Context: an optimization exercise on an open-source flow, tuned for small area and a short achievable clock period. The choices shown serve that exercise and are no tape-out recipe.
RTL that was checked went through simulation tests only; none was proved equivalent to the original.
Only the layout flow was run in runs 5 to 7; the RTL was not checked for function there.
No activity file was given, so power comes from the tool's default toggle rates.

## flow/config.mk

```make
export PLATFORM = sky130hd
export DESIGN_NAME = rx_iq_fifo
export DESIGN_NICKNAME = rx_iq_fifo
export VERILOG_FILES = /design/flow/design.v
export SDC_FILE = /design/flow/constraint.sdc
export NUM_CORES = 4
export LEC_CHECK = 0
export CAP_MARGIN = 10
export CORE_MARGIN = 2
export CORE_UTILIZATION = 60
export CTS_CLUSTER_DIAMETER = 80
export CTS_CLUSTER_SIZE = 20
export PLACE_DENSITY = 0.7
export SETUP_SLACK_MARGIN = 1.5
export SLEW_MARGIN = 10
```

## flow/constraint.sdc

```tcl
create_clock -name core_clock -period 3.5 [get_ports {clk_in}]
set_input_delay 0.7000 -clock core_clock [delete_from_list [all_inputs] [get_ports {clk_in}]]
set_output_delay 0.7000 -clock core_clock [all_outputs]
set_load 0.01 [all_outputs]
```

## flow/design.v

```verilog
package iq_pkg;
  localparam int IQ_W              = 16;
  localparam int RX_FIFO_ADDR_W    = 6;
  localparam int RX_FIFO_AFULL_LVL = 48;
  localparam int STAT_RX_OVF_BIT   = 6;
  localparam int STAT_RX_UDF_BIT   = 7;
  function automatic logic [7:0] rx_fifo_status(input logic ovf, input logic udf);
    logic [7:0] s;
    s                  = '0;
    s[STAT_RX_OVF_BIT] = ovf;
    s[STAT_RX_UDF_BIT] = udf;
    rx_fifo_status = s;
  endfunction
endpackage
module iq_dpram #(
  parameter int DEPTH = 64,
  parameter int WIDTH = 32,
  parameter int NLO   = 8,
  parameter int NHI   = 8
) (
  input  logic                         clk_in,
  input  logic [DEPTH-1:0]             wr_sel,
  input  logic [WIDTH-1:0]             wr_dat,
  input  logic [NLO-1:0]               rd_lo,
  input  logic [NHI-1:0]               rd_hi,
  output logic [WIDTH-1:0]             rd_dat
);
  logic [DEPTH-1:0][WIDTH-1:0] mem_q;
  logic [NHI-1:0][WIDTH-1:0]   grp;
  always_ff @(posedge clk_in) begin
    for (int i = 0; i < DEPTH; i++)
      if (wr_sel[i]) mem_q[i] <= wr_dat;
  end
  always_comb begin
    rd_dat = '0;
    for (int j = 0; j < NHI; j++) begin
      grp[j] = '0;
      for (int k = 0; k < NLO; k++)
        grp[j] = grp[j] | (mem_q[j*NLO+k] & {WIDTH{rd_lo[k]}});
      rd_dat = rd_dat | (grp[j] & {WIDTH{rd_hi[j]}});
    end
  end
endmodule
import iq_pkg::*;
module rx_iq_fifo #(
  parameter int DATA_W    = IQ_W,
  parameter int ADDR_W    = RX_FIFO_ADDR_W,
  parameter int AFULL_LVL = RX_FIFO_AFULL_LVL
) (
  input  logic                     clk_in,
  input  logic                     rst,
  input  logic signed [DATA_W-1:0] in_I,
  input  logic signed [DATA_W-1:0] in_Q,
  input  logic                     in_valid,
  input  logic                     rd_req,
  output logic signed [DATA_W-1:0] out_I,
  output logic signed [DATA_W-1:0] out_Q,
  output logic                     out_valid,
  output logic [ADDR_W:0]          level,
  output logic                     empty,
  output logic                     almost_full,
  output logic                     overflow,
  output logic                     underflow,
  input  logic                     clr_flags
);
  localparam int DEPTH = 2**ADDR_W;
  localparam int LO_W  = ADDR_W / 2;
  localparam int HI_W  = ADDR_W - LO_W;
  localparam int NLO   = 2**LO_W;
  localparam int NHI   = 2**HI_W;
  logic [NLO-1:0]      wr_lo_q, rd_lo_q;
  logic [NHI-1:0]      wr_hi_q, rd_hi_q;
  logic [ADDR_W:0]     level_q, level_d;
  logic                empty_q, afull_q;
  logic                ovf_q, udf_q, out_vld_q;
  logic [2*DATA_W-1:0] out_q, rd_dat;
  logic                full, wr_fire, rd_fire, slot_free;
  logic [DEPTH-1:0]    wr_sel;
  assign full    = level_q[ADDR_W];
  assign rd_fire = rd_req && !empty_q;
  assign wr_fire = in_valid && (!full || rd_fire);
  assign slot_free = !full || rd_req;
  always_comb begin
    for (int i = 0; i < DEPTH; i++) begin
      wr_sel[i] = slot_free && wr_hi_q[i / NLO] && wr_lo_q[i % NLO];
    end
  end
  logic            wr_only, rd_only;
  logic [ADDR_W:0] level_inc, level_dec;
  logic            lvl_is1, lvl_is47, lvl_is48;
  assign wr_only   = wr_fire && !rd_fire;
  assign rd_only   = rd_fire && !wr_fire;
  assign level_inc = level_q + 1'b1;
  assign level_dec = level_q - 1'b1;
  assign lvl_is1   = (level_q == (ADDR_W+1)'(1));
  assign lvl_is47  = (level_q == (ADDR_W+1)'(AFULL_LVL-1));
  assign lvl_is48  = (level_q == (ADDR_W+1)'(AFULL_LVL));
  always_comb begin
    level_d = level_q;
    if (wr_only) level_d = level_inc;
    if (rd_only) level_d = level_dec;
  end
  always_ff @(posedge clk_in) begin
    if (rst) begin
      wr_lo_q   <= NLO'(1);
      wr_hi_q   <= NHI'(1);
      rd_lo_q   <= NLO'(1);
      rd_hi_q   <= NHI'(1);
      level_q   <= '0;
      empty_q   <= 1'b1;
      afull_q   <= 1'b0;
      ovf_q     <= 1'b0;
      udf_q     <= 1'b0;
      out_vld_q <= 1'b0;
    end else begin
      if (wr_fire) begin
        wr_lo_q <= {wr_lo_q[NLO-2:0], wr_lo_q[NLO-1]};
        if (wr_lo_q[NLO-1]) wr_hi_q <= {wr_hi_q[NHI-2:0], wr_hi_q[NHI-1]};
      end
      if (rd_fire) begin
        rd_lo_q <= {rd_lo_q[NLO-2:0], rd_lo_q[NLO-1]};
        if (rd_lo_q[NLO-1]) rd_hi_q <= {rd_hi_q[NHI-2:0], rd_hi_q[NHI-1]};
      end
      level_q   <= level_d;
      empty_q   <= (empty_q && !in_valid) || (lvl_is1 && rd_only);
      afull_q   <= (afull_q && !(lvl_is48 && rd_only)) || (lvl_is47 && wr_only);
      ovf_q     <= (ovf_q && !clr_flags) || (in_valid && !wr_fire);
      udf_q     <= (udf_q && !clr_flags) || (rd_req && !rd_fire);
      out_vld_q <= rd_fire;
    end
  end
  always_ff @(posedge clk_in) begin
    if (rst)          out_q <= '0;
    else if (rd_fire) out_q <= rd_dat;
  end
  iq_dpram #(
    .DEPTH (DEPTH),
    .WIDTH (2*DATA_W),
    .NLO   (NLO),
    .NHI   (NHI)
  ) u_ram (
    .clk_in (clk_in),
    .wr_sel (wr_sel),
    .wr_dat ({in_Q, in_I}),
    .rd_lo  (rd_lo_q),
    .rd_hi  (rd_hi_q),
    .rd_dat (rd_dat)
  );
  assign out_I       = out_q[DATA_W-1:0];
  assign out_Q       = out_q[2*DATA_W-1:DATA_W];
  assign out_valid   = out_vld_q;
  assign level       = level_q;
  assign empty       = empty_q;
  assign almost_full = afull_q;
  assign overflow    = ovf_q;
  assign underflow   = udf_q;
endmodule
```

## flow/run.sh

```bash
#!/bin/bash
# synth_recipe.tcl (not shown) runs the flow's synth.tcl, then flattens the netlist and writes it again
# the make line also repeats each setting of config.mk as NAME=value (left out here)
make -C /OpenROAD-flow-scripts/flow DESIGN_CONFIG=/design/flow/config.mk WORK_HOME=/design/flow/orfs CLKGATE_MAP_FILE= SYNTH_SCRIPT=/design/flow/synth_recipe.tcl finish
```

==> notes.md, run 1 <==
status - no timing/DRC/antenna violations
largest net degree at the start of global routing - 77
EDFF count, synth - 2,048
Tot GR Track Use - 36.26%
Crit path max-delay family - simple AND/OR/NAND/NOR gates
RSZ-0062 raised after global routing - true
GR Overflow Total - 0
Cell variety after synth - 42
core area - 127,000 um^2
post-route ant nets - 0
worst vdd ir - 433.4 uV
# rows - 131
CP endpoint kind - register
Buffers on Ports - 80
placed cell count - 5,866
via/cell ratio - 7.379
CTS tree - done
Critical Path RT - 4130 ps
Worst-Skew Late Latency - 800 ps
TNS Setup - 0 ps
Crit Path Class - register to register
die footprint - 130,400 um^2
min Tclk post-route - 2629 ps
first-pass GRT wire length - 329.3 mm
Max Buffers Root-to-Sink - 3
Critical R2R Launch - rd_lo_q[3]$_SDFFE_PP0P_
Cells after Synth - 4,145
layout cells sized above 1 - 18.67%
slowest stage cell, crit path - nand4_1
R2R Path End - out_q[18]$_SDFFE_PP0P_
syn_nets - 4,188
Hold Path Origin - in_I[15]
setup slack, reg-to-reg - 870 ps
clock slew at reported path FFs - 90 ps
final hold vios - 0
leakage - 26.43 nW
CP max FO - 7
synthesized flop and latch total - 2,124
final worst path period share - 75.12%
IO Pins - 81
WL final - 237.9 mm
fraction of registers with async set/reset - 0%
P per Cell Area - 504.2 nW/um^2
Hold Path Stages - 1
CTS buffer count - 117
WL/cell - 38.41 um
clock root buffer - clkbuf_16
critical path's largest stage delay - 470 ps
H-tree Lvls - 3
average size of a mapped cell - 18.46 um^2
fmax - 380.4 MHz
hpwl dp - 133.6 mm
initial DRC count - 8,924
Slew Viols, Final - 0
number of global-route vias before repair - 42,780
Reg2Reg Depth - 8
Synth Flop Type - edfxtp_1
most common cell after layout, fill and taps aside - edfxtp_1
worst hold endpoint - u_ram.mem_q[1679]$_DFFE_PP_
starting density of the core - 60.23%
Final Net Count - 4,488
1st-pass router iterations - 8
Filler Cell Count - 7,859
# Max-Cap Violations - 0
sequential area share after synthesis - 82.36%
Yosys warnings - 2
Die H - 361.1 um
fin cells - 6,194
actual slew at the worst max-slew pin - 1284 ps
Layout Skew - 46.87 ps
DR vias - 45,710
Syn-to-layout area delta - 14.02%
synthesized cell area - 76,510 um^2
Reg area - 63,170 um^2
Startpoint Class - register
WP buf/inv - 3
die width - 361.1 um
CP cell instances - buf_16, buf_16, a22oi_2, nand4_1, a222oi_1, buf_4, nand4_1, nor3b_2
worst rel slew slack - 14.43%
most frequent cells in the layout - edfxtp_1, a22oi_1, nand4_1
area occupied by multi-input gates - 12,930 um^2
CP arrival - 3260 ps
Post-route DRC - 0
# clock sinks - 2,124
Worst Hold Class - primary input to register
endpoints failing setup - 0
GPL Wtd Cong - 0.9005
initial antenna violation count - 18
[report_power, final]
group	internal (mW)	switching, mW	leakage (nW)
Sequential	27.9	0.0947	19.1
Combinational	0.531	1.33	5.75
Clock	6.29	7.83	1.58
Total	34.7	9.26	26.4
[registers in the layout (all words and copies together), names as in the netlist]
register	cells
u_ram.mem_q	2048
out_q	32
rd_hi_q	8
rd_lo_q	8
wr_hi_q	8
wr_lo_q	8
level_q	7
afull_q	1
empty_q	1
out_vld_q	1
ovf_q	1
udf_q	1
[cell type report]
type / instances / share of cell area [%]
Multi-Input combinational cell: 1719 / 14.82
Tap cell: 1662 / 2.384
Antenna cell: 6 / 0.01721
Clock inverter: 8 / 0.1219
Timing Repair Buffer: 477 / 6.544
Inverter: 6 / 0.02868
Sequential cell: 2124 / 72.41
Clock buffer: 192 / 3.679
[cell usage after synthesis, types with 6 or more instances]
cell type	count	share of area (%)
a21oi_1	66	0.43
a222oi_1	32	0.42
a22oi_1	1089	11
and3_1	65	0.53
and4_1	6	0.069
buf_1	28	0.14
buf_2	129	0.84
buf_6	24	0.35
clkbuf_1	112	0.55
dfxtp_1	76	2.0
edfxtp_1	2048	80
ha_1	6	0.098
nand2_1	61	0.30
nand3_1	8	0.052
nand4_1	283	2.3
nor2_1	42	0.21
nor3_1	6	0.039
nor3b_1	27	0.26
[per-layer routing]
metal  global-route usage (%)  vias up  part of all wire (%)
met1                    49.98    23190                    35
met3                    8.842      614                    14
met4                    19.03       18                   5.8
met2                    54.34     3793                    45
li1                         -    18090                     -
met5                        0        -                 0.054
[worst reg2reg max path, delay by kind of cell, from the launching register on]
kind / cells / cell delay, ps
buffers and inverters: 3 / 610
flip-flops: 1 / 390
AO/OA/AOI/OAI: 2 / 660
AND/OR/NAND/NOR: 3 / 810
[logic make-up (layout without fill, tap and decap cells)]
group           Yosys count  in the layout  synth area share, %
flops                  2124           2124                82.36
compound gates         1195           1195                11.62
other cells               0              6                    0
simple gates            511            511                3.895
buf+inv                 302            683                1.943
xor+xnor                  6              6              0.06869
fa+ha+maj                 6              6              0.09811
mux                       1              1              0.01308
[through the flow]
step	area [um^2]	power [mW]	hold WS (ps)	utilization (%)	setup slack (ps)
finish	87240	43.99	230.8	68.68	871.0
global route	87230	44.91	238.2	68.67	911.2
CTS	86800	43.88	207.9	68.33	1031
detailed placement	81310	30.24	493.4	64.01	446.7
global placement	81310	30.21	481.5	64.01	455.7
floorplan	76900	29.12	509.6	-	1149
[worst max-delay path by stage]
stage / from / end / slack, ps / cells after the start
5_1_grt: rd_lo_q[3]$_SDFFE_PP0P_ / out_q[18]$_SDFFE_PP0P_ / 910 / 8
3_5_place_dp: rd_req / rd_hi_q[0]$_SDFFE_PP1P_ / 450 / 7
4_1_cts: rd_lo_q[3]$_SDFFE_PP0P_ / out_q[18]$_SDFFE_PP0P_ / 1030 / 8
3_3_place_gp: rd_req / rd_hi_q[0]$_SDFFE_PP1P_ / 460 / 7
2_1_floorplan: rd_req / level_q[5]$_SDFFE_PP0P_ / 1150 / 12
6_report: rd_lo_q[3]$_SDFFE_PP0P_ / out_q[18]$_SDFFE_PP0P_ / 870 / 8
[timing repair]
| action | 4_1_cts | 5_1_grt |
|---|---|---|
| gates resized for setup | 398 | 73 |
| pin swaps | 92 | 74 |
| setup buffers | 98 | 10 |
| gates cloned | 13 | 1 |
| hold buffers | 0 | 0 |
| setup endpoints to repair | 114 | 74 |
==> inputs of run 2 (changes only) <==
--- a/flow/config.mk
+++ b/flow/config.mk
@@ -11,5 +11,6 @@
 export CTS_CLUSTER_DIAMETER = 80
 export CTS_CLUSTER_SIZE = 20
 export PLACE_DENSITY = 0.7
-export SETUP_SLACK_MARGIN = 1.5
+export SETUP_SLACK_MARGIN = 1.3
 export SLEW_MARGIN = 10
+export TNS_END_PERCENT = 10
==> notes.md, run 2 <==
worst vdd ir - 412.3 uV (-4.9%)
1st-pass router iterations - 8 (unchanged)
Worst-Skew Late Latency - 780 ps (-20 ps)
die width - 361.1 um (unchanged)
core area - 127,000 um^2 (unchanged)
P per Cell Area - 511.9 nW/um^2 (+1.5%)
DR vias - 43,530 (-4.8%)
final setup margin - 964.8 ps (+93.80 ps)
Yosys warnings - 2 (unchanged)
synthesized cell area - 76,510 um^2 (unchanged)
actual slew at the worst max-slew pin - 1251 ps (-32.80 ps)
CP endpoint - out_q[18]$_SDFFE_PP0P_
Buffers on Ports - 80 (unchanged)
pre-CTS WS - 600.1 ps (+153.5 ps)
worst rel slew slack - 16.61% (+2.2 points)
H-tree Lvls - 3 (unchanged)
most common cell after layout, fill and taps aside - edfxtp_1
endpoints failing setup - 0 (unchanged)
Reg2Reg Depth - 7 (-1)
fin area - 85,050 um^2 (-2.5%)
Critical R2R Launch - rd_lo_q[2]$_SDFFE_PP0P_
CTS tree - done
Slew Viols, Final - 0 (unchanged)
post-route ant nets - 0 (unchanged)
average size of a mapped cell - 18.46 um^2 (unchanged)
initial antenna violation count - 8 (-10)
Critical Path RT - 4120 ps (about the same)
Worst Hold Class - primary input to register
IO Pins - 81 (unchanged)
GPL Wtd Cong - 0.8880 (-1.4%)
setup slack, reg-to-reg - 960 ps (+90 ps)
WL/cell - 34.62 um (-9.9%)
# clock sinks - 2,124 (unchanged)
initial DRC count - 7,107 (-20%)
Die H - 361.1 um (unchanged)
synthesized flop and latch total - 2,124 (unchanged)
fraction of registers with async set/reset - 0% (unchanged)
starting density of the core - 60.23% (unchanged)
R2R Path End - out_q[18]$_SDFFE_PP0P_
largest net degree at the start of global routing - 72 (-6.5%)
Cell variety after synth - 42 (unchanged)
most frequent cells in the layout - edfxtp_1, a22oi_1, nand4_1
# rows - 131 (unchanged)
CP startpoint - rd_lo_q[2]$_SDFFE_PP0P_
TNS Setup - 0 ps (unchanged)
Layout Skew - 32.37 ps (-14.50 ps)
CP arrival - 3150 ps (-110 ps)
leakage - 25.57 nW (-3.3%)
die footprint - 130,400 um^2 (unchanged)
Tot GR Track Use - 31.64% (-4.6 points)
syn_nets - 4,188 (unchanged)
number of global-route vias before repair - 41,280 (-3.5%)
Regs by FF count - u_ram.mem_q x2048, out_q x32
most numerous cell in the Yosys netlist - edfxtp_1
EDFF count, synth - 2,048 (unchanged)
max reg flops - 2,048 (unchanged)
layout cells sized above 1 - 12.98% (-5.7 points)
GR Overflow Total - 0 (unchanged)
Post-route DRC - 0 (unchanged)
CP endpoint kind - register
fmax - 394.4 MHz (+3.7%)
Filler Cell Count - 8,064 (+2.6%)
commonest cells in the netlist - edfxtp_1, a22oi_1, nand4_1
CP max FO - 9 (+2)
via/cell ratio - 7.218 (-2.2%)
final hold vios - 0 (unchanged)
clock root buffer - clkbuf_16
post-synth top area cell - edfxtp_1
final worst path period share - 72.44% (-2.7 points)
# Max-Cap Violations - 0 (unchanged)
Startpoint Class - register
RSZ-0062 raised after global routing - true
Final Net Count - 4,351 (-3.1%)
CTS buffer count - 116 (-0.85%)
area fraction of the dominant cell type after synthesis - 80.38% (unchanged)
hpwl dp - 117.1 mm (-12%)
clock slew at reported path FFs - 90 ps (about the same)
first-pass GRT wire length - 296.9 mm (-9.9%)
Max Buffers Root-to-Sink - 3 (unchanged)
WL final - 208.8 mm (-12%)
Top reg by flops - u_ram.mem_q
largest cells by area after synthesis - edfxtp_1, a22oi_1, nand4_1, dfxtp_1, buf_2
status - no timing/DRC/antenna violations
Cells after Synth - 4,145 (unchanged)
Synth Flop Type - edfxtp_1
min Tclk post-route - 2535 ps (-93.80 ps)
sequential area share after synthesis - 82.36% (unchanged)
Syn-to-layout area delta - 11.15%
Area after DPL - 80,540 um^2 (-0.95%)
Crit Path Class - register to register
==> run 2: cell type report <==
type                            count  area (um^2)  area share (%)
Antenna cell                        2        5.005        0.005885
Multi-Input combinational cell   1719        12270           14.43
Timing Repair Buffer              341         4289           5.043
Sequential cell                  2124        63130           74.23
Clock inverter                     10        151.4          0.1780
Tap cell                         1662         2079           2.445
Clock buffer                      167         3094           3.638
Inverter                            6        25.02         0.02942
==> run 2: critical path, cell delays in order (launching register included) <==
cell and delay (ps):
dfxtp_4 420, buf_16 190, buf_6 170, a22oi_1 160
nand4_1 110, a222oi_1 940, nand4_1 180, nor3b_1 190
==> run 2: power by group <==
group / total, mW / leakage [nW] / switching (mW) / internal (mW)
logic: 1.57 / 4.92 / 1.11 / 0.461
clock network: 13.9 / 1.56 / 7.72 / 6.23
registers: 28.0 / 19.1 / 0.105 / 27.9
total: 43.5 / 25.6 / 8.94 / 34.6
==> run 2: cell families (layout without fill, tap and decap cells) <==
logic type               after synthesis  in the layout  synth area share (%)
XOR/XNOR                               6              6               0.06869
AO/OA/AOI/OAI                       1195           1195                 11.62
AND/OR/NAND/NOR                      511            511                 3.895
adder cells (fa/ha/maj)                6              6               0.09811
other                                  0              2                     0
buffers and inverters                302            524                 1.943
multiplexers                           1              1               0.01308
flip-flops                          2124           2124                 82.36
==> run 2: routing by layer <==
layer,part of all wire (%),GRT usage [%]
met5,0.042,0
met1,37,45.22
met3,11,5.715
met4,4.5,13.18
met2,47,48.87
==> run 2: what timing repair did <==
action	4_1_cts	5_1_grt
gates resized for setup	86	29
pin swaps	17	22
hold buffers	0	0
buffers inserted	44	10
cloned	6	0
setup endpoints to repair	85	73
==> run 2: worst min-delay path by stage <==
stage                            start                     endpoint  cells after the start
6_report                       in_Q[0]   u_ram.mem_q[880]$_DFFE_PP_                      1
5_1_grt                        in_I[1]   u_ram.mem_q[961]$_DFFE_PP_                      1
4_1_cts                        in_Q[0]  u_ram.mem_q[1872]$_DFFE_PP_                      1
3_5_place_dp     out_q[0]$_SDFFE_PP0P_        out_q[0]$_SDFFE_PP0P_                      2
3_3_place_gp          udf_q$_SDFF_PP0_             udf_q$_SDFF_PP0_                      2
2_1_floorplan  wr_hi_q[6]$_SDFFE_PP0P_      wr_hi_q[7]$_SDFFE_PP0P_                      2
==> run 2: metrics by stage <==
| stage | instances | total power, mW | hold slack (ps) | util, % |
|---|---|---|---|---|
| 2_1_floorplan | 4145 | 29.11 | 495.2 | - |
| 3_3_place_gp | 5791 | 30.04 | 481.9 | 63.40 |
| 3_5_place_dp | 5791 | 30.07 | 485.9 | 63.40 |
| 4_1_cts | 6018 | 43.56 | 363.7 | 66.75 |
| 5_1_grt | 6029 | 44.54 | 377.9 | 66.95 |
| 6_report | 6031 | 43.54 | 388.1 | 66.95 |
==> inputs of run 3 (changes only) <==
--- a/flow/config.mk
+++ b/flow/config.mk
@@ -11,6 +11,5 @@
 export CTS_CLUSTER_DIAMETER = 80
 export CTS_CLUSTER_SIZE = 20
 export PLACE_DENSITY = 0.7
-export SETUP_SLACK_MARGIN = 1.3
+export SETUP_SLACK_MARGIN = 1.2
 export SLEW_MARGIN = 10
-export TNS_END_PERCENT = 10
==> notes.md, run 3 <==
synthesized flop and latch total - 2,124 (unchanged)
Worst Hold Class - primary input to register
leakage - 25.74 nW (+0.65%)
Worst-Skew Late Latency - 750 ps (-30 ps)
post-synth top area cell - edfxtp_1
Slew Viols, Final - 0 (unchanged)
R2R Path End - out_q[30]$_SDFFE_PP0P_
syn_nets - 4,188 (unchanged)
Hold Path Stages - 1 (unchanged)
Layout Skew - 30.98 ps (-1.395 ps)
most common cell after layout, fill and taps aside - edfxtp_1
worst vdd ir - 467.3 uV (+13%)
Cells after Synth - 4,145 (unchanged)
CP startpoint - rd_lo_q[6]$_SDFFE_PP0P_
area fraction of the dominant cell type after synthesis - 80.38% (unchanged)
DR vias - 44,000 (+1.1%)
1st-pass router iterations - 7 (-1)
post-route ant nets - 0 (unchanged)
IO Pins - 81 (unchanged)
Top reg by flops - u_ram.mem_q
Syn-to-layout area delta - 10.95%
most numerous cell in the Yosys netlist - edfxtp_1
actual slew at the worst max-slew pin - 1264 ps (+13.60 ps)
initial antenna violation count - 10 (+2)
most frequent cells in the layout - edfxtp_1, a22oi_1, nand4_1
Cell variety after synth - 42 (unchanged)
H-tree Lvls - 3 (unchanged)
CP endpoint kind - register
pre-CTS WS - 603.8 ps (+3.669 ps)
# Max-Cap Violations - 0 (unchanged)
Pwr Total - 43.35 mW (-0.42%)
worst rel slew slack - 15.71% (-0.91 points)
worst hold endpoint - u_ram.mem_q[1954]$_DFFE_PP_
Critical Path RT - 4100 ps (-20 ps)
starting density of the core - 60.23% (unchanged)
Filler Cell Count - 8,151 (+1.1%)
endpoints failing setup - 0 (unchanged)
commonest cells in the netlist - edfxtp_1, a22oi_1, nand4_1
clock root buffer - clkbuf_16
hpwl dp - 119.9 mm (+2.3%)
initial DRC count - 7,102 (-0.070%)
min Tclk post-route - 2364 ps (-171.7 ps)
CP arrival - 2960 ps (-190 ps)
clock slew at reported path FFs - 90 ps (about the same)
Buffers on Ports - 80 (unchanged)
first-pass GRT wire length - 304.6 mm (+2.6%)
EDFF count, synth - 2,048 (unchanged)
RSZ-0062 raised after global routing - true
largest net degree at the start of global routing - 77 (+6.9%)
die footprint - 130,400 um^2 (unchanged)
Startpoint Class - register
GR Overflow Total - 0 (unchanged)
Final Net Count - 4,381 (+0.69%)
final worst path period share - 67.53% (-4.9 points)
Hold Path Origin - in_I[2]
Reg2Reg Depth - 8 (+1)
P per Cell Area - 510.7 nW/um^2 (-0.24%)
fmax - 423.1 MHz (+7.3%)
final setup margin - 1137 ps (+171.7 ps)
setup slack, reg-to-reg - 1140 ps (+170 ps)
Regs by FF count - u_ram.mem_q x2048, out_q x32
layout cells sized above 1 - 13.38% (+0.40 points)
CP max FO - 11 (+2)
Max Buffers Root-to-Sink - 3 (unchanged)
largest cells by area after synthesis - edfxtp_1, a22oi_1, nand4_1, dfxtp_1, buf_2
max reg flops - 2,048 (unchanged)
Crit Path Class - register to register
CTS tree - done
WL final - 215.1 mm (+3.0%)
# rows - 131 (unchanged)
sequential area share after synthesis - 82.36% (unchanged)
die width - 361.1 um (unchanged)
WL/cell - 35.50 um (+2.5%)
Synth Flop Type - edfxtp_1
final hold vios - 0 (unchanged)
Critical R2R Launch - rd_lo_q[6]$_SDFFE_PP0P_
fraction of registers with async set/reset - 0% (unchanged)
Yosys warnings - 2 (unchanged)
core area - 127,000 um^2 (unchanged)
GPL Wtd Cong - 0.8376 (-5.7%)
CTS buffer count - 116 (unchanged)
via/cell ratio - 7.263 (+0.62%)
# clock sinks - 2,124 (unchanged)
synthesized cell area - 76,510 um^2 (unchanged)
Post-route DRC - 0 (unchanged)
Die H - 361.1 um (unchanged)
status - no timing/DRC/antenna violations
number of global-route vias before repair - 41,800 (+1.3%)
average size of a mapped cell - 18.46 um^2 (unchanged)
Tot GR Track Use - 32.61% (+0.97 points)
TNS Setup - 0 ps (unchanged)
-- run 3: changes by cell type in the layout (fill, tap and decap cells not counted), moves of 4 or more --
cell and change:
buf_4 +57, dlygate4sd2_1 +33, clkdlybuf4s50_1 -29, buf_12 -17, dfxtp_1 +11, dfxtp_4 -10
a22oi_1 -6, a22oi_2 +6, buf_6 -6, bufbuf_16 -5, buf_16 +4, buf_8 -4
clkbuf_16 +4
-- run 3: worst max-delay path by stage --
stage | endpoint | slack, ps | cells after the start
6_report | out_q[30]$_SDFFE_PP0P_ | 1140 | 8
5_1_grt | out_q[26]$_SDFFE_PP0P_ | 1130 | 8
3_5_place_dp | level_q[5]$_SDFFE_PP0P_ | 600 | 9
4_1_cts | out_q[31]$_SDFFE_PP0P_ | 1190 | 7
3_3_place_gp | level_q[5]$_SDFFE_PP0P_ | 580 | 10
2_1_floorplan | level_q[5]$_SDFFE_PP0P_ | 1130 | 12
-- run 3: logic make-up (layout without fill, tap and decap cells) --
kind of cell | Yosys count | after routing | share of synthesized area, %
mux | 1 | 1 | 0.01308
compound gates | 1195 | 1195 | 11.62
flops | 2124 | 2124 | 82.36
other cells | 0 | 3 | 0
simple gates | 511 | 511 | 3.895
fa+ha+maj | 6 | 6 | 0.09811
buf+inv | 302 | 550 | 1.943
xor+xnor | 6 | 6 | 0.06869
-- run 3: final cells by class --
class / instances / area [um^2] / area share, %
multi-input cells: 1719 / 12290 / 14.47
clock inverters: 6 / 67.56 / 0.07959
well taps: 1662 / 2079 / 2.450
flip-flops and latches: 2124 / 63090 / 74.32
clock buffers: 167 / 3137 / 3.695
inverters: 6 / 25.02 / 0.02948
diodes: 3 / 7.507 / 0.008843
repair buffers: 371 / 4198 / 4.945
-- run 3: through the flow --
| stage | hold slack, ps | utilization, % | std cells | cell area [um^2] |
|---|---|---|---|---|
| finish | 444.5 | 66.83 | 6058 | 84890 |
| global route | 435.4 | 66.82 | 6055 | 84890 |
| CTS | 506.2 | 66.51 | 6043 | 84490 |
| detailed placement | 490.6 | 63.44 | 5829 | 80590 |
| global placement | 481.3 | 63.44 | 5829 | 80590 |
| floorplan | 495.0 | - | 4145 | 76650 |
-- run 3: metal layers --
metal  GRT usage (%)  vias up  wire length (um)
met4           14.66        6             10670
met5               0        -                37
met2           50.15     3156            100100
met1           47.10    22600             79930
met3           4.861      422             24370
li1                -    17820                 -
-- run 3: critical path, stage by stage, from the launching register on --
cell,delay [ps]
dfxtp_4,460
buf_12,210
buf_4,150
clkbuf_16,190
a22oi_1,170
nand4_1,100
a22oi_1,590
nand4_1,150
nor3b_1,170
-- run 3: timing repair --
item                                    CTS  global route
hold buffers                              0             0
resized for setup                        72            44
endpoints found under the setup margin   76            24
cloned                                    2             2
setup buffers                            39             8
pin swaps                                 5            35
-- run 3: power breakdown --
part           leakage [nW]  total, mW  internal (mW)  switching, mW
Combinational          5.11       1.52          0.429           1.09
Clock                  1.54       13.8           6.20           7.62
Sequential             19.1       28.0           27.9         0.0954
Total                  25.7       43.4           34.5           8.81
==> inputs of run 4 (changes only) <==
==> flow/flow/run.sh (new file) <==
#!/bin/bash
# The standard layout, with plain buffers (not delay cells) on the ports and a clock
# tree without dummy balancing loads. Make's full output goes to standard.log here.
set -euo pipefail
export BUFFER_PORTS_ARGS="-buffer_cell sky130_fd_sc_hd__buf_2"
export CTS_ARGS="-sink_clustering_enable -repair_clock_nets -sink_clustering_size 20 -sink_clustering_max_diameter 80 -dont_use_dummy_load"
bash standard.sh > standard.log 2>&1
==> flow/standard.sh (new file) <==
#!/bin/bash
# synth_recipe.tcl (not shown) runs the flow's synth.tcl, then flattens the netlist and writes it again
# the make line also repeats each setting of config.mk as NAME=value (left out here)
make -C /OpenROAD-flow-scripts/flow DESIGN_CONFIG=/design/flow/config.mk WORK_HOME=/design/flow/orfs CLKGATE_MAP_FILE= SYNTH_SCRIPT=/design/flow/synth_recipe.tcl "${@:-finish}"
removed: flow/run.sh
==> notes.md, run 4 <==
min Tclk post-route - 2398 ps (+34.75 ps)
Crit Path Class - register to register
Top reg by flops - u_ram.mem_q
synthesized cell area - 76,510 um^2 (unchanged)
DR vias - 44,990 (+2.3%)
largest net degree at the start of global routing - 65 (-16%)
worst vdd ir - 435.9 uV (-6.7%)
GR Overflow Total - 0 (unchanged)
initial DRC count - 8,272 (+16%)
die footprint - 130,400 um^2 (unchanged)
WL final - 225.8 mm (+5.0%)
commonest cells in the netlist - edfxtp_1, a22oi_1, nand4_1
status - no timing/DRC/antenna violations
final hold vios - 0 (unchanged)
Die H - 361.1 um (unchanged)
Final Core Density - 66.66% (-0.17 points)
1st-pass router iterations - 9 (+2)
Yosys warnings - 2 (unchanged)
max reg flops - 2,048 (unchanged)
Reg2Reg Depth - 7 (-1)
most frequent cells in the layout - edfxtp_1, a22oi_1, nand4_1
worst rel slew slack - 13.96% (-1.8 points)
final worst path period share - 68.52% (+0.99 points)
Regs by FF count - u_ram.mem_q x2048, out_q x32
clock root buffer - clkbuf_16
Synth Flop Type - edfxtp_1
Hold Path Stages - 3 (+2)
first-pass GRT wire length - 309.6 mm (+1.6%)
Buffers on Ports - 80 (unchanged)
Max Buffers Root-to-Sink - 3 (unchanged)
critical path's largest stage delay - 710 ps (+120 ps)
CTS tree - done
setup slack, reg-to-reg - 1100 ps (-30 ps)
# rows - 131 (unchanged)
Filler Cell Count - 8,141 (-0.12%)
hold-fix buffers at CTS - 0 (unchanged)
synthesized flop and latch total - 2,124 (unchanged)
fraction of registers with async set/reset - 0% (unchanged)
Startpoint Class - register
most common cell after layout, fill and taps aside - edfxtp_1
Hold Path Origin - rd_req
slowest stage cell, crit path - a222oi_1
CP arrival - 2980 ps (+20 ps)
# Max-Cap Violations - 0 (unchanged)
R2R Path End - out_q[13]$_SDFFE_PP0P_
core area - 127,000 um^2 (unchanged)
CP cell instances - buf_12, buf_4, a22oi_1, nand4_1, a222oi_1, nand4_1, nor3b_1
cell repeated most along the worst path - nand4_1
post-route ant nets - 0 (unchanged)
via/cell ratio - 7.489 (+3.1%)
IO Pins - 81 (unchanged)
clock slew at reported path FFs - 80 ps (about the same)
WP buf/inv - 2 (-1)
Critical R2R Launch - rd_lo_q[4]$_SDFFE_PP0P_
Worst-Skew Late Latency - 730 ps (-20 ps)
Tot GR Track Use - 33.48% (+0.87 points)
Syn-to-layout area delta - 10.66%
syn_nets - 4,188 (unchanged)
TNS Setup - 0 ps (unchanged)
fmax - 417.0 MHz (-1.4%)
Levels on crit path - 7 (-1)
layout cells sized above 1 - 14.49% (+1.1 points)
CP endpoint kind - register
most numerous cell in the Yosys netlist - edfxtp_1
CTS buffer count - 116 (unchanged)
CP max FO - 20 (+9)
die width - 361.1 um (unchanged)
H-tree Lvls - 3 (unchanged)
Layout Skew - 38.62 ps (+7.644 ps)
post-synth top area cell - edfxtp_1
Crit path max-delay family - compound AO/OA/AOI/OAI gates
# clock sinks - 2,124 (unchanged)
EDFF count, synth - 2,048 (unchanged)
starting density of the core - 60.23% (unchanged)
Post-route DRC - 0 (unchanged)
Cell variety after synth - 42 (unchanged)
average size of a mapped cell - 18.46 um^2 (unchanged)
WL/cell - 37.58 um (+5.9%)
Slew Viols, Final - 0 (unchanged)
worst hold endpoint - udf_q$_SDFF_PP0_
area fraction of the dominant cell type after synthesis - 80.38% (unchanged)
initial antenna violation count - 9 (-1)
sequential area share after synthesis - 82.36% (unchanged)
number of global-route vias before repair - 42,030 (+0.53%)
GPL Wtd Cong - 0.8392 (+0.19%)
Pwr Total - 42.81 mW (-1.3%)
hpwl dp - 119.6 mm (-0.26%)
Cells after Synth - 4,145 (unchanged)
Final Net Count - 4,386 (+0.11%)
P per Cell Area - 505.6 nW/um^2 (-1.0%)
Critical Path RT - 4080 ps (-20 ps)
endpoints failing setup - 0 (unchanged)
largest cells by area after synthesis - edfxtp_1, a22oi_1, nand4_1, dfxtp_1, buf_2
Worst Hold Class - primary input to register
actual slew at the worst max-slew pin - 1291 ps (+26.27 ps)
leakage - 25.60 nW (-0.55%)
RSZ-0062 raised after global routing - true
==> run 4: worst max path at each step <==
stage	from	endpoint	slack, ps
finish	rd_lo_q[4]$_SDFFE_PP0P_	out_q[13]$_SDFFE_PP0P_	1100
global route	rd_lo_q[2]$_SDFFE_PP0P_	out_q[1]$_SDFFE_PP0P_	1080
CTS	rd_lo_q[6]$_SDFFE_PP0P_	out_q[13]$_SDFFE_PP0P_	1150
detailed placement	rd_req	u_ram.mem_q[299]$_DFFE_PP_	750
global placement	rd_req	u_ram.mem_q[299]$_DFFE_PP_	740
floorplan	rd_req	level_q[5]$_SDFFE_PP0P_	1130
==> run 4: metrics by stage <==
step | worst slack [ps] | cells | hold WS (ps) | instance area [um^2]
2_1_floorplan | 1129 | 4145 | 495.0 | 76650
3_3_place_gp | 735.8 | 5807 | 478.6 | 80240
3_5_place_dp | 750.3 | 5807 | 480.0 | 80240
4_1_cts | 1152 | 5962 | 253.3 | 83670
5_1_grt | 1085 | 6004 | 262.4 | 84660
6_report | 1102 | 6008 | 283.1 | 84670
==> run 4: power breakdown <==
group	internal (mW)	switching (mW)
logic	0.418	1.11
clock network	5.85	7.43
registers	27.9	0.0848
total	34.2	8.62
==> run 4: layout make-up <==
| type | instances | area (um^2) | area share [%] |
|---|---|---|---|
| repair buffers | 376 | 4232 | 4.997 |
| inverters | 6 | 25.02 | 0.02955 |
| flip-flops and latches | 2124 | 63060 | 74.48 |
| diodes | 5 | 12.51 | 0.01478 |
| multi-input cells | 1719 | 12360 | 14.60 |
| clock buffers | 116 | 2903 | 3.428 |
| well taps | 1662 | 2079 | 2.456 |
==> run 4: cell families after synthesis <==
| kind of cell | share of synthesized area [%] |
|---|---|
| DFF | 82.36 |
| AOI/OAI and AO/OA | 11.62 |
| and+or+nand+nor | 3.895 |
| buffers and inverters | 1.943 |
| xor gates and xnor gates | 0.06869 |
| adders and majority gates | 0.09811 |
| muxes | 0.01308 |
==> run 4: metal layers <==
layer / vias to the layer above / wire [um] / track usage (%)
li1: 17800 / - / -
met1: 23010 / 82320 / 48.56
met2: 3746 / 104000 / 51.27
met3: 432 / 30320 / 6.669
met4: 6 / 9092 / 12.25
met5: - / 34 / 0
==> run 4: tightest hold or removal path, delay by kind of cell <==
kind,cells,cell delay (ps)
buffers and inverters,1,110
AO/OA/AOI/OAI,1,80
AND/OR/NAND/NOR,1,80
==> run 4: what timing repair did <==
item,CTS,global route
pin swaps,13,41
setup buffers,39,29
endpoints found under the setup margin,53,367
gates resized for setup,11,86
gates cloned,0,12
==> inputs of run 5 (changes only) <==
--- a/flow/design.v
+++ b/flow/design.v
@@ -22,11 +22,17 @@
   input  logic [DEPTH-1:0]             wr_sel,
   input  logic [WIDTH-1:0]             wr_dat,
   input  logic [NLO-1:0]               rd_lo,
+  input  logic [NLO-1:0]               rd_lo_n,
   input  logic [NHI-1:0]               rd_hi,
   output logic [WIDTH-1:0]             rd_dat
 );
   logic [DEPTH-1:0][WIDTH-1:0] mem_q;
   logic [NHI-1:0][WIDTH-1:0]   grp;
+  logic [NLO-1:0][WIDTH-1:0]   lo_sel;
+  always_comb begin
+    for (int k = 0; k < NLO; k++)
+      lo_sel[k] = {{(WIDTH-WIDTH/2){~rd_lo_n[k]}}, {(WIDTH/2){rd_lo[k]}}};
+  end
   always_ff @(posedge clk_in) begin
     for (int i = 0; i < DEPTH; i++)
       if (wr_sel[i]) mem_q[i] <= wr_dat;
@@ -36,7 +42,7 @@
     for (int j = 0; j < NHI; j++) begin
       grp[j] = '0;
       for (int k = 0; k < NLO; k++)
-        grp[j] = grp[j] | (mem_q[j*NLO+k] & {WIDTH{rd_lo[k]}});
+        grp[j] = grp[j] | (mem_q[j*NLO+k] & lo_sel[k]);
       rd_dat = rd_dat | (grp[j] & {WIDTH{rd_hi[j]}});
     end
   end
@@ -68,7 +74,7 @@
   localparam int HI_W  = ADDR_W - LO_W;
   localparam int NLO   = 2**LO_W;
   localparam int NHI   = 2**HI_W;
-  logic [NLO-1:0]      wr_lo_q, rd_lo_q;
+  logic [NLO-1:0]      wr_lo_q, rd_lo_q, rd_lo_n_q;
   logic [NHI-1:0]      wr_hi_q, rd_hi_q;
   logic [ADDR_W:0]     level_q, level_d;
   logic                empty_q, afull_q;
@@ -105,6 +111,7 @@
       wr_lo_q   <= NLO'(1);
       wr_hi_q   <= NHI'(1);
       rd_lo_q   <= NLO'(1);
+      rd_lo_n_q <= ~NLO'(1);
       rd_hi_q   <= NHI'(1);
       level_q   <= '0;
       empty_q   <= 1'b1;
@@ -118,7 +125,8 @@
         if (wr_lo_q[NLO-1]) wr_hi_q <= {wr_hi_q[NHI-2:0], wr_hi_q[NHI-1]};
       end
       if (rd_fire) begin
-        rd_lo_q <= {rd_lo_q[NLO-2:0], rd_lo_q[NLO-1]};
+        rd_lo_q   <= {rd_lo_q[NLO-2:0], rd_lo_q[NLO-1]};
+        rd_lo_n_q <= {rd_lo_n_q[NLO-2:0], rd_lo_n_q[NLO-1]};
         if (rd_lo_q[NLO-1]) rd_hi_q <= {rd_hi_q[NHI-2:0], rd_hi_q[NHI-1]};
       end
       level_q   <= level_d;
@@ -143,6 +151,7 @@
     .wr_sel (wr_sel),
     .wr_dat ({in_Q, in_I}),
     .rd_lo  (rd_lo_q),
+    .rd_lo_n(rd_lo_n_q),
     .rd_hi  (rd_hi_q),
     .rd_dat (rd_dat)
   );
--- a/flow/config.mk
+++ b/flow/config.mk
@@ -11,5 +11,5 @@
 export CTS_CLUSTER_DIAMETER = 80
 export CTS_CLUSTER_SIZE = 20
 export PLACE_DENSITY = 0.7
-export SETUP_SLACK_MARGIN = 1.2
+export SETUP_SLACK_MARGIN = 1.3
 export SLEW_MARGIN = 10
==> notes.md, run 5 <==
status - no timing/DRC/antenna violations
starting density of the core - 60.35% (+0.11 points)
min Tclk post-route - 2288 ps (-110.5 ps)
GR Overflow Total - 0 (unchanged)
core area - 127,200 um^2 (+0.13%)
largest net degree at the start of global routing - 84 (+29%)
Yosys warnings - 2 (unchanged)
WL/cell - 39.06 um (+3.9%)
DR vias - 45,890 (+2.0%)
Tot GR Track Use - 34.14% (+0.66 points)
Synth Flop Type - edfxtp_1
slowest stage cell, crit path - a222oi_1
Top reg by flops - u_ram.mem_q
1st-pass router iterations - 8 (-1)
switching pwr - 8.526 mW (-1.1%)
Worst Hold Class - primary input to register
average size of a mapped cell - 18.60 um^2 (+0.78%)
# Max-Cap Violations - 0 (unchanged)
Worst-Skew Late Latency - 770 ps (+40 ps)
Cell variety after synth - 49 (+17%)
TNS Setup - 0 ps (unchanged)
CP startpoint - rd_lo_q[7]$_SDFFE_PP0P_
fraction of registers with async set/reset - 0% (unchanged)
GPL Wtd Cong - 0.8332 (-0.71%)
Startpoint Class - register
CP max FO - 6 (-70%)
area fraction of the dominant cell type after synthesis - 80.12% (-0.25 points)
via/cell ratio - 7.607 (+1.6%)
Internal - 34.19 mW (about the same)
Comb pwr share - 2.9% (-0.7 points)
Final Core Density - 67.85% (+1.2 points)
synthesized cell area - 76,760 um^2 (+0.32%)
CP cell instances - buf_4, buf_4, a22oi_1, nand4_1, a222oi_1, nand2_1, nor3_2, nor3_1
number of global-route vias before repair - 42,450 (+1.0%)
die footprint - 130,800 um^2 (+0.31%)
initial DRC count - 8,464 (+2.3%)
Post-route DRC - 0 (unchanged)
Slew Viols, Final - 0 (unchanged)
most numerous cell in the Yosys netlist - edfxtp_1
fin cells - 6,033 (+0.42%)
Layout Skew - 53.96 ps (+15.34 ps)
worst rel slew slack - 17.70% (+3.7 points)
largest cells by area after synthesis - edfxtp_1, a22oi_1, dfxtp_1, a41oi_1, nand4_1
clock slew at reported path FFs - 90 ps (about the same)
initial antenna violation count - 6 (-3)
synthesized flop and latch total - 2,132 (+0.38%)
Die H - 361.7 um (+0.16%)
Pwr Total - 42.72 mW (-0.21%)
pre-CTS WS - 576.8 ps (-173.5 ps)
post-route ant nets - 0 (unchanged)
H-tree Lvls - 3 (unchanged)
Syn-to-layout area delta - 12.43%
Crit Path Class - register to register
setup slack, reg-to-reg - 1210 ps (+110 ps)
Critical R2R Launch - rd_lo_q[7]$_SDFFE_PP0P_
most frequent cells in the layout - edfxtp_1, a22oi_1, buf_4
Critical Path RT - 4110 ps (+30 ps)
Filler Cell Count - 7,996 (-1.8%)
WL final - 235.7 mm (+4.4%)
Cells after Synth - 4,126 (-0.46%)
CP arrival - 2900 ps (-80 ps)
clock power share - 31.3% (+0.3 points)
EDFF count, synth - 2,048 (unchanged)
most common cell after layout, fill and taps aside - edfxtp_1
RSZ-0062 raised after global routing - true
actual slew at the worst max-slew pin - 1234 ps (-56.16 ps)
CP endpoint kind - register
Buffers on Ports - 80 (unchanged)
leakage - 27.14 nW (+6.0%)
IO Pins - 81 (unchanged)
CTS tree - done
final setup margin - 1212 ps (+110.5 ps)
hold-fix buffers at CTS - 0 (unchanged)
syn_nets - 4,169 (-0.45%)
P per Cell Area - 495.0 nW/um^2 (-2.1%)
first-pass GRT wire length - 315.4 mm (+1.9%)
final hold vios - 0 (unchanged)
sequential area share after synthesis - 82.31% (about the same)
Reg2Reg Depth - 8 (+1)
switching part of the total - 19.96% (-0.17 points)
final worst path period share - 65.36% (-3.2 points)
placed cell count - 5,797 (-0.17%)
Final Net Count - 4,416 (+0.68%)
Regs by FF count - u_ram.mem_q x2048, out_q x32
endpoints failing setup - 0 (unchanged)
hpwl dp - 116.0 mm (-3.0%)
R2R Path End - out_q[4]$_SDFFE_PP0P_
cell repeated most along the worst path - buf_4
post-synth top area cell - edfxtp_1
CP endpoint - out_q[4]$_SDFFE_PP0P_
CTS buffer count - 116 (unchanged)
Sequential Power Share - 65.7% (+0.3 points)
critical path's largest stage delay - 650 ps (-60 ps)
Max Buffers Root-to-Sink - 3 (unchanged)
# rows - 131 (unchanged)
max reg flops - 2,048 (unchanged)
# clock sinks - 2,132 (+0.38%)
layout cells sized above 1 - 17.55% (+3.1 points)
fmax - 437.1 MHz (+4.8%)
commonest cells in the netlist - edfxtp_1, a22oi_1, a41oi_1
number of diodes - 0 (-5)
worst vdd ir - 419.0 uV (-3.9%)
die width - 361.7 um (+0.16%)
clock root buffer - clkbuf_16
[run 5: per-layer routing]
metal / track usage (%) / vias up / wire [um]
met4: 12.18 / 6 / 9749
met2: 51.76 / 4014 / 106800
met5: 0 / - / 29
li1: - / 17880 / -
met3: 6.603 / 563 / 34910
met1: 50.29 / 23430 / 84200
[run 5: layout make-up]
| type | instances | area (um^2) | area share [%] |
|---|---|---|---|
| inverters | 21 | 235.2 | 0.2726 |
| well taps | 1662 | 2079 | 2.410 |
| flip-flops and latches | 2132 | 63240 | 73.29 |
| repair inverters | 9 | 101.3 | 0.1174 |
| clock buffers | 116 | 2903 | 3.364 |
| multi-input cells | 1690 | 13110 | 15.19 |
| repair buffers | 403 | 4624 | 5.359 |
[run 5: cells by family after synthesis]
logic type / share of synthesized area [%]
mux: 0.01304
fa+ha+maj: 0.09780
compound gates: 13.11
simple gates: 2.461
buf+inv: 1.937
flops: 82.31
xor+xnor: 0.06846
[run 5: what timing repair did]
action	4_1_cts	5_1_grt
hold endpoints to repair	0	0
resized for setup	121	184
endpoints found under the setup margin	51	53
buffers inserted	54	38
pin swaps	17	77
gates cloned	4	24
[run 5: per-stage QoR]
step | hold WS (ps) | area [um^2]
after floorplan | 444.0 | 76910
after global placement | 468.1 | 80350
after detailed placement | 483.8 | 80380
after CTS | 237.4 | 84520
after global routing | 309.4 | 86300
final | 277.7 | 86300
[run 5: worst max-delay path, delay by kind of cell, from the launching register on]
kind                   cells  cell delay, ps
AND/OR/NAND/NOR            4             600
AO/OA/AOI/OAI              2             810
flip-flops                 1             370
buffers and inverters      2             390
[run 5: power by group through the flow]
stage / Clock, mW / Combinational, mW / Sequential, mW
floorplan: 0 / 0.439 / 28.6
global placement: 0 / 1.06 / 28.7
detailed placement: 0 / 1.08 / 28.7
CTS: 13.3 / 1.19 / 28.1
global route: 14.1 / 1.32 / 28.1
finish: 13.4 / 1.26 / 28.1
[run 5: worst min path at each step]
stage	startpoint	endpoint	slack, ps	cells past startpoint
floorplan	rd_lo_n_q[0]$_SDFFE_PP1P_	rd_lo_n_q[1]$_SDFFE_PP0P_	440	2
global placement	ovf_q$_SDFF_PP0_	ovf_q$_SDFF_PP0_	470	2
detailed placement	ovf_q$_SDFF_PP0_	ovf_q$_SDFF_PP0_	480	2
CTS	in_valid	ovf_q$_SDFF_PP0_	240	3
global route	clr_flags	ovf_q$_SDFF_PP0_	310	4
finish	clr_flags	ovf_q$_SDFF_PP0_	280	4
==> inputs of run 6 (changes only) <==
--- a/flow/config.mk
+++ b/flow/config.mk
@@ -5,11 +5,11 @@
 export SDC_FILE = /design/flow/constraint.sdc
 export NUM_CORES = 4
 export LEC_CHECK = 0
-export CAP_MARGIN = 10
+export CAP_MARGIN = 5
 export CORE_MARGIN = 2
 export CORE_UTILIZATION = 60
 export CTS_CLUSTER_DIAMETER = 80
 export CTS_CLUSTER_SIZE = 20
 export PLACE_DENSITY = 0.7
 export SETUP_SLACK_MARGIN = 1.3
-export SLEW_MARGIN = 10
+export SLEW_MARGIN = 5
==> notes.md, run 6 <==
status - no timing/DRC/antenna violations
Buffers on Ports - 80 (unchanged)
CTS tree - done
# Max-Cap Violations - 0 (unchanged)
WL/cell - 39.06 um (unchanged)
die footprint - 130,800 um^2 (unchanged)
hpwl dp - 116.0 mm (unchanged)
Final Net Count - 4,416 (unchanged)
pre-CTS WS - 576.8 ps (unchanged)
Critical Path RT - 4110 ps (about the same)
Hold Path Origin - clr_flags
final setup margin - 1212 ps (unchanged)
max reg flops - 2,048 (unchanged)
IO Pins - 81 (unchanged)
post-synthesis adder-cell area fraction - 0.09780% (unchanged)
commonest cells in the netlist - edfxtp_1, a22oi_1, a41oi_1
Comb pwr share - 2.9% (about the same)
core area - 127,200 um^2 (unchanged)
starting density of the core - 60.35% (unchanged)
final worst path period share - 65.36% (unchanged)
syn_nets - 4,169 (unchanged)
P per Cell Area - 495.0 nW/um^2 (unchanged)
CTS buffer count - 116 (unchanged)
WL final - 235.7 mm (unchanged)
GPL Wtd Cong - 0.8332 (unchanged)
Internal - 34.19 mW (unchanged)
fmax - 437.1 MHz (unchanged)
worst hold endpoint - ovf_q$_SDFF_PP0_
die width - 361.7 um (unchanged)
hold-fix buffers at CTS - 0 (unchanged)
Tot GR Track Use - 34.14% (unchanged)
post-synth top area cell - edfxtp_1
TNS Setup - 0 ps (unchanged)
1st-pass router iterations - 8 (unchanged)
DR vias - 45,890 (unchanged)
largest net degree at the start of global routing - 84 (unchanged)
largest cells by area after synthesis - edfxtp_1, a22oi_1, dfxtp_1, a41oi_1, nand4_1
min Tclk post-route - 2288 ps (unchanged)
most frequent cells in the layout - edfxtp_1, a22oi_1, buf_4
Post-route DRC - 0 (unchanged)
compound-cell area share of the yosys netlist - 13.11% (unchanged)
CP endpoint kind - register
Reg2Reg Depth - 8 (unchanged)
number of diodes - 0 (unchanged)
synthesized cell area - 76,760 um^2 (unchanged)
Max Buffers Root-to-Sink - 3 (unchanged)
Top reg by flops - u_ram.mem_q
Slew Viols, Final - 0 (unchanged)
synthesized flop and latch total - 2,132 (unchanged)
endpoints failing setup - 0 (unchanged)
most numerous cell in the Yosys netlist - edfxtp_1
Regs by FF count - u_ram.mem_q x2048, out_q x32
XOR/XNOR share of the synthesized area - 0.06846% (unchanged)
worst vdd ir - 419.0 uV (unchanged)
Reg area - 63,240 um^2 (unchanged)
Synth Flop Type - edfxtp_1
Critical R2R Launch - rd_lo_q[7]$_SDFFE_PP0P_
Worst Hold Class - primary input to register
first-pass GRT wire length - 315.4 mm (unchanged)
GR Overflow Total - 0 (unchanged)
setup slack, reg-to-reg - 1210 ps (about the same)
average size of a mapped cell - 18.60 um^2 (unchanged)
# rows - 131 (unchanged)
clock slew at reported path FFs - 90 ps (about the same)
Crit Path Class - register to register
area fraction of the dominant cell type after synthesis - 80.12% (unchanged)
fraction of registers with async set/reset - 0% (unchanged)
Layout Skew - 53.96 ps (unchanged)
layout cells sized above 1 - 17.55% (unchanged)
R2R Path End - out_q[4]$_SDFFE_PP0P_
switching pwr - 8.526 mW (unchanged)
final hold vios - 0 (unchanged)
Sequential Power Share - 65.7% (about the same)
number of global-route vias before repair - 42,450 (unchanged)
Area after DPL - 80,380 um^2 (unchanged)
clock power share - 31.3% (about the same)
Worst-Skew Late Latency - 770 ps (about the same)
actual slew at the worst max-slew pin - 1234 ps (unchanged)
post-route ant nets - 0 (unchanged)
Die H - 361.7 um (unchanged)
Hold Path Stages - 4 (unchanged)
Filler Cell Count - 7,996 (unchanged)
switching part of the total - 19.96% (unchanged)
Cells after Synth - 4,126 (unchanged)
worst rel slew slack - 17.70% (unchanged)
Startpoint Class - register
CP arrival - 2900 ps (about the same)
most common cell after layout, fill and taps aside - edfxtp_1
H-tree Lvls - 3 (unchanged)
CP max FO - 6 (unchanged)
multiplexer share of the synthesized area - 0.01304% (unchanged)
Syn-to-layout area delta - 12.43% (unchanged)
# clock sinks - 2,132 (unchanged)
sequential area share after synthesis - 82.31% (unchanged)
via/cell ratio - 7.607 (unchanged)
clock root buffer - clkbuf_16
initial DRC count - 8,464 (unchanged)
RSZ-0062 raised after global routing - true
main combinational cell family by area after synthesis - compound AO/OA/AOI/OAI gates
area occupied by multi-input gates - 13,110 um^2 (unchanged)
leakage - 27.14 nW (unchanged)
EDFF count, synth - 2,048 (unchanged)
fin area - 86,300 um^2 (unchanged)
simple-gate area share of the yosys netlist - 2.461% (unchanged)
initial antenna violation count - 6 (unchanged)
Yosys warnings - 2 (unchanged)
Cell variety after synth - 49 (unchanged)
run 6: metal layers:
metal / vias to the layer above / routed length [um] / GRT usage [%]
met2: 4014 / 106800 / 51.76
met3: 563 / 34910 / 6.603
met4: 6 / 9749 / 12.18
met5: - / 29 / 0
met1: 23430 / 84200 / 50.29
li1: 17880 / - / -
run 6: how the worst max path moves through the flow:
stage / slack (ps) / cells after the start / startpoint / to
after floorplan: 1150 / 12 / rd_req / level_q[5]$_SDFFE_PP0P_
after global placement: 90 / 8 / rd_lo_q[4]$_SDFFE_PP0P_ / out_q[13]$_SDFFE_PP0P_
after detailed placement: 580 / 7 / rd_lo_q[0]$_SDFFE_PP1P_ / out_q[11]$_SDFFE_PP0P_
after CTS: 1250 / 8 / rd_lo_q[4]$_SDFFE_PP0P_ / out_q[0]$_SDFFE_PP0P_
after global routing: 1170 / 9 / rd_lo_q[5]$_SDFFE_PP0P_ / out_q[6]$_SDFFE_PP0P_
final: 1210 / 8 / rd_lo_q[7]$_SDFFE_PP0P_ / out_q[4]$_SDFFE_PP0P_
run 6: repair_timing:
| action | CTS | global route |
|---|---|---|
| setup endpoints to repair | 51 | 53 |
| gates resized for setup | 121 | 184 |
| cloned | 4 | 24 |
| buffers inserted | 54 | 38 |
| pin swaps | 17 | 77 |
run 6: cells by family after synthesis:
| kind of cell | count (synthesis) |
|---|---|
| flops | 2132 |
| simple gates | 357 |
| xor+xnor | 6 |
| fa+ha+maj | 6 |
| buf+inv | 304 |
| mux | 1 |
| compound gates | 1320 |
run 6: worst max-delay path: stages, from the launching register on:
cell and delay, ps:
dfxtp_4 370, buf_4 200, buf_4 190, a22oi_1 160, nand4_1 170, a222oi_1 650, nand2_1 200, nor3_2 170
nor3_1 60
run 6: power groups by stage:
stage | Combinational [mW] | Sequential (mW) | Clock, mW
global route | 1.32 | 28.1 | 14.1
finish | 1.26 | 28.1 | 13.4
global placement | 1.06 | 28.7 | 0
detailed placement | 1.08 | 28.7 | 0
floorplan | 0.439 | 28.6 | 0
CTS | 1.19 | 28.1 | 13.3
run 6: through the flow:
step | instances | power, mW | hold slack (ps) | utilization [%]
finish | 6033 | 42.72 | 277.7 | 67.85
global route | 6033 | 43.56 | 309.4 | 67.85
CTS | 5971 | 42.62 | 237.4 | 66.45
detailed placement | 5797 | 29.78 | 483.8 | 63.19
global placement | 5794 | 29.75 | 468.1 | 63.17
floorplan | 4126 | 29.09 | 444.0 | -
run 6: cell type report:
type / instances / area share [%]
sequential: 2132 / 73.29
timing repair buffer: 403 / 5.359
clock buffer: 116 / 3.364
inverter: 21 / 0.2726
timing repair inverter: 9 / 0.1174
multi-input combinational: 1690 / 15.19
tap: 1662 / 2.410
==> inputs of run 7 (changes only) <==
==> flow/config.mk (replaced) <==
export PLATFORM = sky130hd
export DESIGN_NAME = rx_iq_fifo
export DESIGN_NICKNAME = rx_iq_fifo
export VERILOG_FILES = /design/flow/design.v
export SDC_FILE = /design/flow/constraint.sdc
export NUM_CORES = 4
export LEC_CHECK = 0
export CAP_MARGIN = 10
export CORE_MARGIN = 2
export CORE_UTILIZATION = 60
export CTS_CLUSTER_DIAMETER = 80
export CTS_CLUSTER_SIZE = 20
export PLACE_DENSITY = 0.7
export SETUP_SLACK_MARGIN = 1.25
export SLEW_MARGIN = 10
==> notes.md, run 7 <==
largest cells by area after synthesis - edfxtp_1, a22oi_1, dfxtp_1, a41oi_1, nand4_1
clock root buffer - clkbuf_16
fin area - 84,980 um^2 (-1.5%)
first-pass GRT wire length - 319.0 mm (+1.1%)
Post-route DRC - 0 (unchanged)
post-route ant nets - 0 (unchanged)
Area after DPL - 80,380 um^2 (unchanged)
average size of a mapped cell - 18.60 um^2 (unchanged)
CP endpoint kind - register
area fraction of the dominant cell type after synthesis - 80.12% (unchanged)
worst vdd ir - 427.0 uV (+1.9%)
main combinational cell family by area after synthesis - compound AO/OA/AOI/OAI gates
die width - 361.7 um (unchanged)
multiplexer share of the synthesized area - 0.01304% (unchanged)
Synth Flop Type - edfxtp_1
RSZ-0062 raised after global routing - true
DR vias - 45,570 (-0.71%)
Crit Path Class - register to register
Crit path max-delay family - buffers and inverters
syn_nets - 4,169 (unchanged)
Worst Hold Class - primary input to register
Reg area - 63,250 um^2 (about the same)
die footprint - 130,800 um^2 (unchanged)
Max Buffers Root-to-Sink - 3 (unchanged)
critical path's largest stage delay - 420 ps (-230 ps)
Filler Cell Count - 8,204 (+2.6%)
worst rel slew slack - 14.01% (-3.7 points)
via/cell ratio - 7.617 (+0.12%)
sequential area share after synthesis - 82.31% (unchanged)
# Max-Cap Violations - 0 (unchanged)
Slew Viols, Final - 0 (unchanged)
Die H - 361.7 um (unchanged)
most numerous cell in the Yosys netlist - edfxtp_1
P per Cell Area - 503.0 nW/um^2 (+1.6%)
slowest stage cell, crit path - dfxtp_4
initial antenna violation count - 9 (+3)
core area - 127,200 um^2 (unchanged)
XOR/XNOR share of the synthesized area - 0.06846% (unchanged)
commonest cells in the netlist - edfxtp_1, a22oi_1, a41oi_1
Yosys warnings - 2 (unchanged)
Startpoint Class - register
Top reg by flops - u_ram.mem_q
WL/cell - 38.66 um (-1.0%)
Cell variety after synth - 49 (unchanged)
Worst-Skew Late Latency - 770 ps (about the same)
# rows - 131 (unchanged)
EDFF count, synth - 2,048 (unchanged)
synthesized cell area - 76,760 um^2 (unchanged)
busiest grt layer - met1
hpwl dp - 116.6 mm (+0.51%)
Regs by FF count - u_ram.mem_q x2048, out_q x32
Layout Skew - 79.53 ps (+25.58 ps)
CP max FO - 74 (+68)
H-tree Lvls - 3 (unchanged)
Pwr Total - 42.75 mW (about the same)
pre-CTS WS - 522.4 ps (-54.39 ps)
number of global-route vias before repair - 42,740 (+0.69%)
Cells after Synth - 4,126 (unchanged)
simple-gate area share of the yosys netlist - 2.461% (unchanged)
Tot GR Track Use - 34.66% (+0.52 points)
layout cells sized above 1 - 14.81% (-2.7 points)
final hold vios - 0 (unchanged)
Buffers on Ports - 80 (unchanged)
Syn-to-layout area delta - 10.71%
synthesized flop and latch total - 2,132 (unchanged)
clock slew at reported path FFs - 90 ps (about the same)
# clock sinks - 2,132 (unchanged)
1st-pass router iterations - 8 (unchanged)
Final Net Count - 4,360 (-1.3%)
initial DRC count - 9,397 (+11%)
actual slew at the worst max-slew pin - 1290 ps (+55.34 ps)
Critical Path RT - 4090 ps (-20 ps)
starting density of the core - 60.35% (unchanged)
final setup margin - 1167 ps (-45.29 ps)
Final Core Density - 66.81% (-1.0 points)
post-synth top area cell - edfxtp_1
CTS tree - done
WP buf/inv - 3 (+1)
post-synthesis adder-cell area fraction - 0.09780% (unchanged)
WL final - 231.3 mm (-1.8%)
fraction of registers with async set/reset - 0% (unchanged)
GPL Wtd Cong - 0.8306 (-0.31%)
min Tclk post-route - 2333 ps (+45.29 ps)
final worst path period share - 66.66% (+1.3 points)
CP arrival - 2920 ps (+20 ps)
compound-cell area share of the yosys netlist - 13.11% (unchanged)
Hold WS - 243.0 ps (-34.71 ps)
grt met2 use - 50.65% (-1.1 points)
most frequent cells in the layout - edfxtp_1, a22oi_1, buf_4
CTS buffer count - 117 (+0.86%)
met1 Use GR - 50.74% (+0.44 points)
fmax - 428.6 MHz (-1.9%)
area occupied by multi-input gates - 12,650 um^2 (-3.5%)
hold-fix buffers at CTS - 0 (unchanged)
met3 Use GR - 9.712% (+3.1 points)
IO Pins - 81 (unchanged)
status - no timing/DRC/antenna violations
GR Overflow Total - 0 (unchanged)
largest net degree at the start of global routing - 75 (-11%)
endpoints failing setup - 0 (unchanged)
leakage - 26.63 nW (-1.9%)
max reg flops - 2,048 (unchanged)
most common cell after layout, fill and taps aside - edfxtp_1
CP cell instances - inv_16, buf_16, a22oi_1, a41oi_1, nor4_2, buf_4, nand3_1, nor3b_1
-- run 7: stage by stage --
stage / setup TNS [ps] / instances
after floorplan: 0 / 4126
after global placement: -496.5 / 5787
after detailed placement: 0 / 5790
after CTS: 0 / 5949
after global routing: 0 / 5977
final: 0 / 5983
-- run 7: where the power goes --
| group | internal [mW] | leakage [nW] | total, mW | switching, mW |
|---|---|---|---|---|
| clock network | 5.90 | 1.44 | 13.4 | 7.53 |
| registers | 28.0 | 19.1 | 28.1 | 0.0859 |
| logic | 0.318 | 6.04 | 1.23 | 0.911 |
| total | 34.2 | 26.6 | 42.7 | 8.52 |
-- run 7: layer usage --
layer  share of wire (%)  routed length [um]  vias to the layer above
li1                    -                   -                    17780
met1                  36               82970                    23110
met2                  44              102800                     4119
met3                  16               36340                      542
met4                 3.9                9106                       18
met5               0.048                 111                        -
-- run 7: final timing paths --
check / start / end / slack, ps / cells past startpoint
max: rd_lo_n_q[1]$_SDFFE_PP0P_ / out_q[20]$_SDFFE_PP0P_ / 1170 / 8
min: rst / rd_lo_n_q[4]$_SDFFE_PP0P_ / 240 / 2
max reg2reg: rd_lo_n_q[1]$_SDFFE_PP0P_ / out_q[20]$_SDFFE_PP0P_ / 1170 / 8
min reg2reg: afull_q$_SDFF_PP0_ / afull_q$_SDFF_PP0_ / 500 / 2
-- run 7: cell families after synthesis --
logic type | Yosys count
mux | 1
fa+ha+maj | 6
flops | 2132
simple gates | 357
buf+inv | 304
compound gates | 1320
xor+xnor | 6
-- run 7: worst reg2reg max path: cells and delay by family (launching register included) --
family | cells | cell delay (ps)
buffers and inverters | 3 | 720
AND/OR/NAND/NOR | 3 | 550
AO/OA/AOI/OAI | 2 | 460
flip-flops | 1 | 420
-- run 7: area by class of cell --
class                   count  share of cell area (%)
well taps                1662                   2.447
inverters                  21                  0.2297
repair buffers            355                   4.544
diodes                      6                 0.01767
clock buffers             117                   3.445
multi-input cells        1690                   14.89
flip-flops and latches   2132                   74.43
-- run 7: timing repair --
action	in CTS	in global routing
pin swaps	8	28
endpoints found under the setup margin	43	87
buffers inserted	40	19
hold endpoints to repair	0	0
cloned	2	9
resized for setup	90	87

[re-timing with driven ports]
In the flow no input, the clock included, has a driving cell. The finished layouts below were timed again as built, in two steps.
Step 1 assumes that a clkbuf_16 drives the clock port and a buf_2 every other input.
Step 2 adds t to the input delays and takes it off the output delays; t is the mean of the earliest and latest rising clock arrival at the registers after step 1. Input paths then give back, and output paths get back, about the clock's delay inside the block.
Three values: ideal ports, drivers, drivers and shift; two values: the first two.
run | shift t [ns] | slack for setup (ns) | worst setup path at the end | slew at the worst register clock pin (ns)
run 1 | 0.863 | 0.871 / 0.871 / 0.871 | register to register | 0.09 / 0.09
run 2 | 0.848 | 0.965 / 0.930 / 0.581 | input to register | 0.09 / 0.09
run 3 | 0.824 | 1.136 / 1.136 / 0.580 | input to register | 0.09 / 0.09
run 4 | 0.796 | 1.102 / 1.102 / 0.845 | input to register | 0.09 / 0.09
run 5 | 0.826 | 1.212 / 1.212 / 0.886 | input to register | 0.09 / 0.09
run 6 | 0.826 | 1.212 / 1.212 / 0.886 | input to register | 0.09 / 0.09
run 7 | 0.808 | 1.167 / 1.167 / 0.995 | input to register | 0.09 / 0.09
After both steps every run listed still meets setup and hold. The setup slack of run 3, which loses most, moves by 0.000 ns with the drivers and by -0.556 ns with both steps.
